This design comes from an exercise in tuning for small area and few clock cycles per item on the open sky130 flow, not from production work.
In this exercise RTL edits were held to simulation tests only and were not proved equivalent to the original.

==> module sine_oscillator_sample_generator, before the edit <==
module sine_oscillator_sample_generator #(
    parameter int unsigned PHASE_BITS      = sosg_pkg::PHASE_BITS_DEF,
    parameter int unsigned TABLE_ADDR_BITS = sosg_pkg::TABLE_ADDR_BITS_DEF,
    parameter int unsigned SAMPLE_BITS     = sosg_pkg::SAMPLE_BITS_DEF
) (
    input  logic                                clk,
    input  logic                                rst_n,
    input  logic                                s_tvalid,
    output logic                                s_tready,
    input  logic [sosg_pkg::IN_DATA_BITS-1:0]   s_tdata,   
    input  logic                                s_tlast,
    output logic                                m_tvalid,
    input  logic                                m_tready,
    output logic [((SAMPLE_BITS+7)/8)*8-1:0]    m_tdata,   
    output logic                                m_tlast,
    input  logic                                psel,
    input  logic                                penable,
    input  logic                                pwrite,
    input  logic [sosg_pkg::APB_ADDR_BITS-1:0]  paddr,
    input  logic [sosg_pkg::APB_DATA_BITS-1:0]  pwdata,
    output logic [sosg_pkg::APB_DATA_BITS-1:0]  prdata,
    output logic                                pready
);
    logic [14:0] amplitude_reg;
    logic [31:0] phase_step_reg;
    logic        wr_en;
    logic        adv;
    logic        acc;
    logic        restart;
    logic [31:0] phase_reg;
    logic [31:0] phase_sum;
    logic [11:0] phase_top;
    logic [10:0] rom_addr;
    logic [9:0]  lower_set;
    logic [15:0] ent;
    logic [15:0] ent_reg;
    logic        neg1_reg;
    logic        last1_reg;
    logic        v1_reg;
    logic [14:0] prod;
    logic [14:0] mag;
    logic [14:0] mag_reg;
    logic        neg2_reg;
    logic        last2_reg;
    logic        v2_reg;
    assign pready = 1'b1;
    assign wr_en  = psel && penable && pwrite;
    always_ff @(posedge clk or negedge rst_n)
    begin
        if (!rst_n)
        begin
            amplitude_reg  <= sosg_pkg::AMP_RESET;
            phase_step_reg <= sosg_pkg::STEP_RESET;
        end
        else if (wr_en)
        begin
            if (paddr[2])
                phase_step_reg <= pwdata;
            else
                amplitude_reg  <= pwdata[14:0];
        end
    end
    assign prdata = paddr[2] ? phase_step_reg : {17'd0, amplitude_reg};
    assign adv      = !v2_reg || m_tready;
    assign s_tready = adv;
    assign acc      = s_tvalid && adv;
    assign restart  = s_tdata[0];
    sosg_add32 u_add (
        .a (phase_reg),
        .b (phase_step_reg),
        .s (phase_sum)
    );
    always_ff @(posedge clk or negedge rst_n)
    begin
        if (!rst_n)
            phase_reg <= '0;
        else if (acc)
            phase_reg <= restart ? phase_step_reg : phase_sum;
    end
    assign phase_top = phase_reg[31:20];
    assign lower_set[0] = 1'b0;
    genvar gi;
    generate
        for (gi = 1; gi < 10; gi++)
        begin : g_neg
            assign lower_set[gi] = lower_set[gi-1] | phase_top[gi-1];
        end
    endgenerate
    assign rom_addr = {phase_top[10] & !(lower_set[9] | phase_top[9]),
                       phase_top[9:0] ^ ({10{phase_top[10]}} & lower_set)};
    sosg_qrom u_qrom (
        .addr (rom_addr),
        .data (ent)
    );
    always_ff @(posedge clk or negedge rst_n)
    begin
        if (!rst_n)
        begin
            v1_reg <= 1'b0;
            v2_reg <= 1'b0;
        end
        else if (adv)
        begin
            v1_reg <= s_tvalid;
            v2_reg <= v1_reg;
        end
    end
    always_ff @(posedge clk)
    begin
        if (adv)
        begin
            ent_reg   <= restart ? 16'd0 : ent;
            neg1_reg  <= phase_top[11];
            last1_reg <= s_tlast;
            mag_reg   <= mag;
            neg2_reg  <= neg1_reg;
            last2_reg <= last1_reg;
        end
    end
    sosg_mul u_mul (
        .a (amplitude_reg),
        .b (ent_reg[14:0]),
        .p (prod)
    );
    assign mag = prod | (amplitude_reg & {15{ent_reg[15]}});
    assign m_tvalid = v2_reg;
    assign m_tdata  = neg2_reg ? (16'd0 - {1'b0, mag_reg}) : {1'b0, mag_reg};
    assign m_tlast  = last2_reg;
endmodule
Settings: LEC_CHECK=0, ABC_AREA=1, CAP_MARGIN=20, CORE_MARGIN=2, CORE_UTILIZATION=40, CTS_BUF_LIST=sky130_fd_sc_hd__clkbuf_4 sky130_fd_sc_hd__clkbuf_8, GPL_TIMING_DRIVEN=0, SLEW_MARGIN=20, SYNTH_HIERARCHICAL=1, SYNTH_MEMORY_MAX_BITS=65536, SYNTH_MINIMUM_KEEP_SIZE=0; clock period 7.5 ns.
standard.sh (not shown) runs the stock make flow with config.mk's settings and CLKGATE_MAP_FILE= SYNTH_SCRIPT=/design/flow/synth_recipe.tcl, a recipe that flattens the netlist after the stock synthesis.
==> flow/flow/run.sh <==
#!/bin/bash
set -euo pipefail
export BUFFER_PORTS_ARGS="-buffer_cell sky130_fd_sc_hd__buf_1"
export CTS_ARGS="-sink_clustering_enable -repair_clock_nets -buf_list {sky130_fd_sc_hd__clkbuf_4 sky130_fd_sc_hd__clkbuf_8} -sink_clustering_size 30 -sink_clustering_max_diameter 80 -dont_use_dummy_load"
bash standard.sh > standard.log 2>&1
Testbench counts at the start, summed over its fixed seeds: cycles 19,264, items 19,200.
Rerun with:
--- a/flow/design.v
+++ b/flow/design.v
@@ -1239,13 +1239,12 @@
     logic        acc;
     logic        restart;
     logic [31:0] phase_reg;
     logic [31:0] phase_sum;
     logic [11:0] phase_top;
     logic [10:0] rom_addr;
-    logic [9:0]  lower_set;
     logic [15:0] ent;
     logic [15:0] ent_reg;
     logic        neg1_reg;
     logic        last1_reg;
     logic        v1_reg;
     logic [14:0] prod;
@@ -1286,22 +1285,13 @@
         if (!rst_n)
             phase_reg <= '0;
         else if (acc)
             phase_reg <= restart ? phase_step_reg : phase_sum;
     end
     assign phase_top = phase_reg[31:20];
-    assign lower_set[0] = 1'b0;
-    genvar gi;
-    generate
-        for (gi = 1; gi < 10; gi++)
-        begin : g_neg
-            assign lower_set[gi] = lower_set[gi-1] | phase_top[gi-1];
-        end
-    endgenerate
-    assign rom_addr = {phase_top[10] & !(lower_set[9] | phase_top[9]),
-                       phase_top[9:0] ^ ({10{phase_top[10]}} & lower_set)};
+    assign rom_addr = phase_top[10] ? (11'd1024 - {1'b0, phase_top[9:0]}) : {1'b0, phase_top[9:0]};
     sosg_qrom u_qrom (
         .addr (rom_addr),
         .data (ent)
     );
     always_ff @(posedge clk or negedge rst_n)
     begin
Final cell count grows by 0.56%.
Core utilization stays flat.
Setup slack degrades by 0.026 ns.
Via count shrinks by 0.35%.
First-iteration DRC count shrinks by 8.3%.
Testbench counts after the change, summed over its fixed seeds: cycles 19,264, items 19,200.

========
Setup of before:
RTL: one of the versions met above, not the one the previous note started from.
Size: roughly 2400 cells after synthesis, ~120 flip-flops, ~17000 sq um of cells after synthesis.
==> module sine_oscillator_sample_generator, before the edit <==
module sine_oscillator_sample_generator #(
    parameter int unsigned PHASE_BITS      = sosg_pkg::PHASE_BITS_DEF,
    parameter int unsigned TABLE_ADDR_BITS = sosg_pkg::TABLE_ADDR_BITS_DEF,
    parameter int unsigned SAMPLE_BITS     = sosg_pkg::SAMPLE_BITS_DEF
) (
    input  logic                                clk,
    input  logic                                rst_n,
    input  logic                                s_tvalid,
    output logic                                s_tready,
    input  logic [sosg_pkg::IN_DATA_BITS-1:0]   s_tdata,   
    input  logic                                s_tlast,
    output logic                                m_tvalid,
    input  logic                                m_tready,
    output logic [((SAMPLE_BITS+7)/8)*8-1:0]    m_tdata,   
    output logic                                m_tlast,
    input  logic                                psel,
    input  logic                                penable,
    input  logic                                pwrite,
    input  logic [sosg_pkg::APB_ADDR_BITS-1:0]  paddr,
    input  logic [sosg_pkg::APB_DATA_BITS-1:0]  pwdata,
    output logic [sosg_pkg::APB_DATA_BITS-1:0]  prdata,
    output logic                                pready
);
    logic [14:0] amplitude_reg;
    logic [31:0] phase_step_reg;
    logic        wr_en;
    logic        adv;
    logic        acc;
    logic        restart;
    logic [31:0] phase_reg;
    logic [31:0] phase_sum;
    logic [11:0] phase_top;
    logic [10:0] rom_addr;
    logic [15:0] ent;
    logic [15:0] ent_reg;
    logic        neg1_reg;
    logic        last1_reg;
    logic        v1_reg;
    logic [14:0] prod;
    logic [14:0] mag;
    logic [14:0] mag_reg;
    logic        neg2_reg;
    logic        last2_reg;
    logic        v2_reg;
    assign pready = 1'b1;
    assign wr_en  = psel && penable && pwrite;
    always_ff @(posedge clk or negedge rst_n)
    begin
        if (!rst_n)
        begin
            amplitude_reg  <= sosg_pkg::AMP_RESET;
            phase_step_reg <= sosg_pkg::STEP_RESET;
        end
        else if (wr_en)
        begin
            if (paddr[2])
                phase_step_reg <= pwdata;
            else
                amplitude_reg  <= pwdata[14:0];
        end
    end
    assign prdata = paddr[2] ? phase_step_reg : {17'd0, amplitude_reg};
    assign adv      = !v2_reg || m_tready;
    assign s_tready = adv;
    assign acc      = s_tvalid && adv;
    assign restart  = s_tdata[0];
    sosg_add32 u_add (
        .a (phase_reg),
        .b (phase_step_reg),
        .s (phase_sum)
    );
    always_ff @(posedge clk or negedge rst_n)
    begin
        if (!rst_n)
            phase_reg <= '0;
        else if (acc)
            phase_reg <= restart ? phase_step_reg : phase_sum;
    end
    assign phase_top = phase_reg[31:20];
    assign rom_addr = phase_top[10] ? (11'd1024 - {1'b0, phase_top[9:0]}) : {1'b0, phase_top[9:0]};
    sosg_qrom u_qrom (
        .addr (rom_addr),
        .data (ent)
    );
    always_ff @(posedge clk or negedge rst_n)
    begin
        if (!rst_n)
        begin
            v1_reg <= 1'b0;
            v2_reg <= 1'b0;
        end
        else if (adv)
        begin
            v1_reg <= s_tvalid;
            v2_reg <= v1_reg;
        end
    end
    always_ff @(posedge clk)
    begin
        if (adv)
        begin
            ent_reg   <= restart ? 16'd0 : ent;
            neg1_reg  <= phase_top[11];
            last1_reg <= s_tlast;
            mag_reg   <= mag;
            neg2_reg  <= neg1_reg;
            last2_reg <= last1_reg;
        end
    end
    sosg_mul u_mul (
        .a (amplitude_reg),
        .b (ent_reg[14:0]),
        .p (prod)
    );
    assign mag = prod | (amplitude_reg & {15{ent_reg[15]}});
    assign m_tvalid = v2_reg;
    assign m_tdata  = neg2_reg ? (16'd0 - {1'b0, mag_reg}) : {1'b0, mag_reg};
    assign m_tlast  = last2_reg;
endmodule
export LEC_CHECK = 0
export ABC_AREA = 1
export CAP_MARGIN = 20
export CORE_MARGIN = 2
export CORE_UTILIZATION = 40
export CTS_BUF_LIST = sky130_fd_sc_hd__clkbuf_4 sky130_fd_sc_hd__clkbuf_8
export GPL_TIMING_DRIVEN = 0
export SETUP_SLACK_MARGIN = 0.2
export SLEW_MARGIN = 20
export SYNTH_HIERARCHICAL = 1
export SYNTH_MEMORY_MAX_BITS = 65536
export SYNTH_MINIMUM_KEEP_SIZE = 0
create_clock -name core_clock -period 7.5 [get_ports {clk}]
Scripts as last shown in full above: flow/flow/run.sh
Testbench counts of before, summed over its fixed seeds: cycles 19,264, items 19,200.
--- input diff before..after ---
diff --git a/flow/design.v b/flow/design.v
--- a/flow/design.v
+++ b/flow/design.v
@@ -1239,12 +1239,14 @@
     logic        acc;
     logic        restart;
     logic [31:0] phase_reg;
     logic [31:0] phase_sum;
     logic [11:0] phase_top;
     logic [10:0] rom_addr;
+    logic [9:0]  lower_set;
+    logic [14:0] flip;
     logic [15:0] ent;
     logic [15:0] ent_reg;
     logic        neg1_reg;
     logic        last1_reg;
     logic        v1_reg;
     logic [14:0] prod;
@@ -1285,13 +1287,22 @@
         if (!rst_n)
             phase_reg <= '0;
         else if (acc)
             phase_reg <= restart ? phase_step_reg : phase_sum;
     end
     assign phase_top = phase_reg[31:20];
-    assign rom_addr = phase_top[10] ? (11'd1024 - {1'b0, phase_top[9:0]}) : {1'b0, phase_top[9:0]};
+    assign lower_set[0] = 1'b0;
+    genvar gi;
+    generate
+        for (gi = 1; gi < 10; gi++)
+        begin : g_neg
+            assign lower_set[gi] = lower_set[gi-1] | phase_top[gi-1];
+        end
+    endgenerate
+    assign rom_addr = {phase_top[10] & !(lower_set[9] | phase_top[9]),
+                       phase_top[9:0] ^ ({10{phase_top[10]}} & lower_set)};
     sosg_qrom u_qrom (
         .addr (rom_addr),
         .data (ent)
     );
     always_ff @(posedge clk or negedge rst_n)
     begin
@@ -1322,9 +1333,16 @@
         .a (amplitude_reg),
         .b (ent_reg[14:0]),
         .p (prod)
     );
     assign mag = prod | (amplitude_reg & {15{ent_reg[15]}});
     assign m_tvalid = v2_reg;
-    assign m_tdata  = neg2_reg ? (16'd0 - {1'b0, mag_reg}) : {1'b0, mag_reg};
+    assign flip[0] = 1'b0;
+    generate
+        for (gi = 1; gi < 15; gi++)
+        begin : g_flip
+            assign flip[gi] = flip[gi-1] | (neg2_reg & mag_reg[gi-1]);
+        end
+    endgenerate
+    assign m_tdata  = {flip[14] | (neg2_reg & mag_reg[14]), mag_reg ^ flip};
     assign m_tlast  = last2_reg;
 endmodule
Number of standard cells in the layout, taps in and fillers out is higher on before
after: layout overhead on the synthesized area 0.62 points above before
On critical path required time, the higher figure sits with before, not after.
after: xor/xnor share of the synthesized area higher than before
Ratio of cells with drive above 1 in the final layout was higher in the run labelled after.
after vs before, register-to-register slack went down by 0.10 ns.
Diff before -> after | count of vias placed by the detailed router | decrease of 157
Relative to before, met3 wirelength from detailed routing has increased by about 14% in after.
Testbench counts of after, summed over its fixed seeds: cycles 19,264, items 19,200.

## re-timing with driven ports
The flow's constraints put no driver on any port. The routed layouts listed below were extracted and timed again, unchanged, in two steps. Step 1: set_driving_cell puts a clkbuf_16 on clk and a buf_2 on each other input, an assumption about the parent block. Step 2 times the ports against the registers' clock, not the clock port: input delays grow and output delays shrink by t, the midpoint of the rising clock arrivals with the driver on. Three values: ideal ports, drivers, drivers and shift; two values: the first two.
run	t (ns)	setup slack, ns	clock arrival spread, ns	worst data-port slew with drivers (ns)
the first run of note 1	0.492	0.429 / 0.429 / 0.429	0.047 / 0.047	0.07
the second run of note 1	0.533	0.403 / 0.403 / 0.403	0.032 / 0.032	0.05
before	0.534	0.563 / 0.563 / 0.563	0.035 / 0.034	0.05
after	0.520	0.459 / 0.459 / 0.459	0.044 / 0.044	0.06
After both steps every run listed still meets setup and hold.
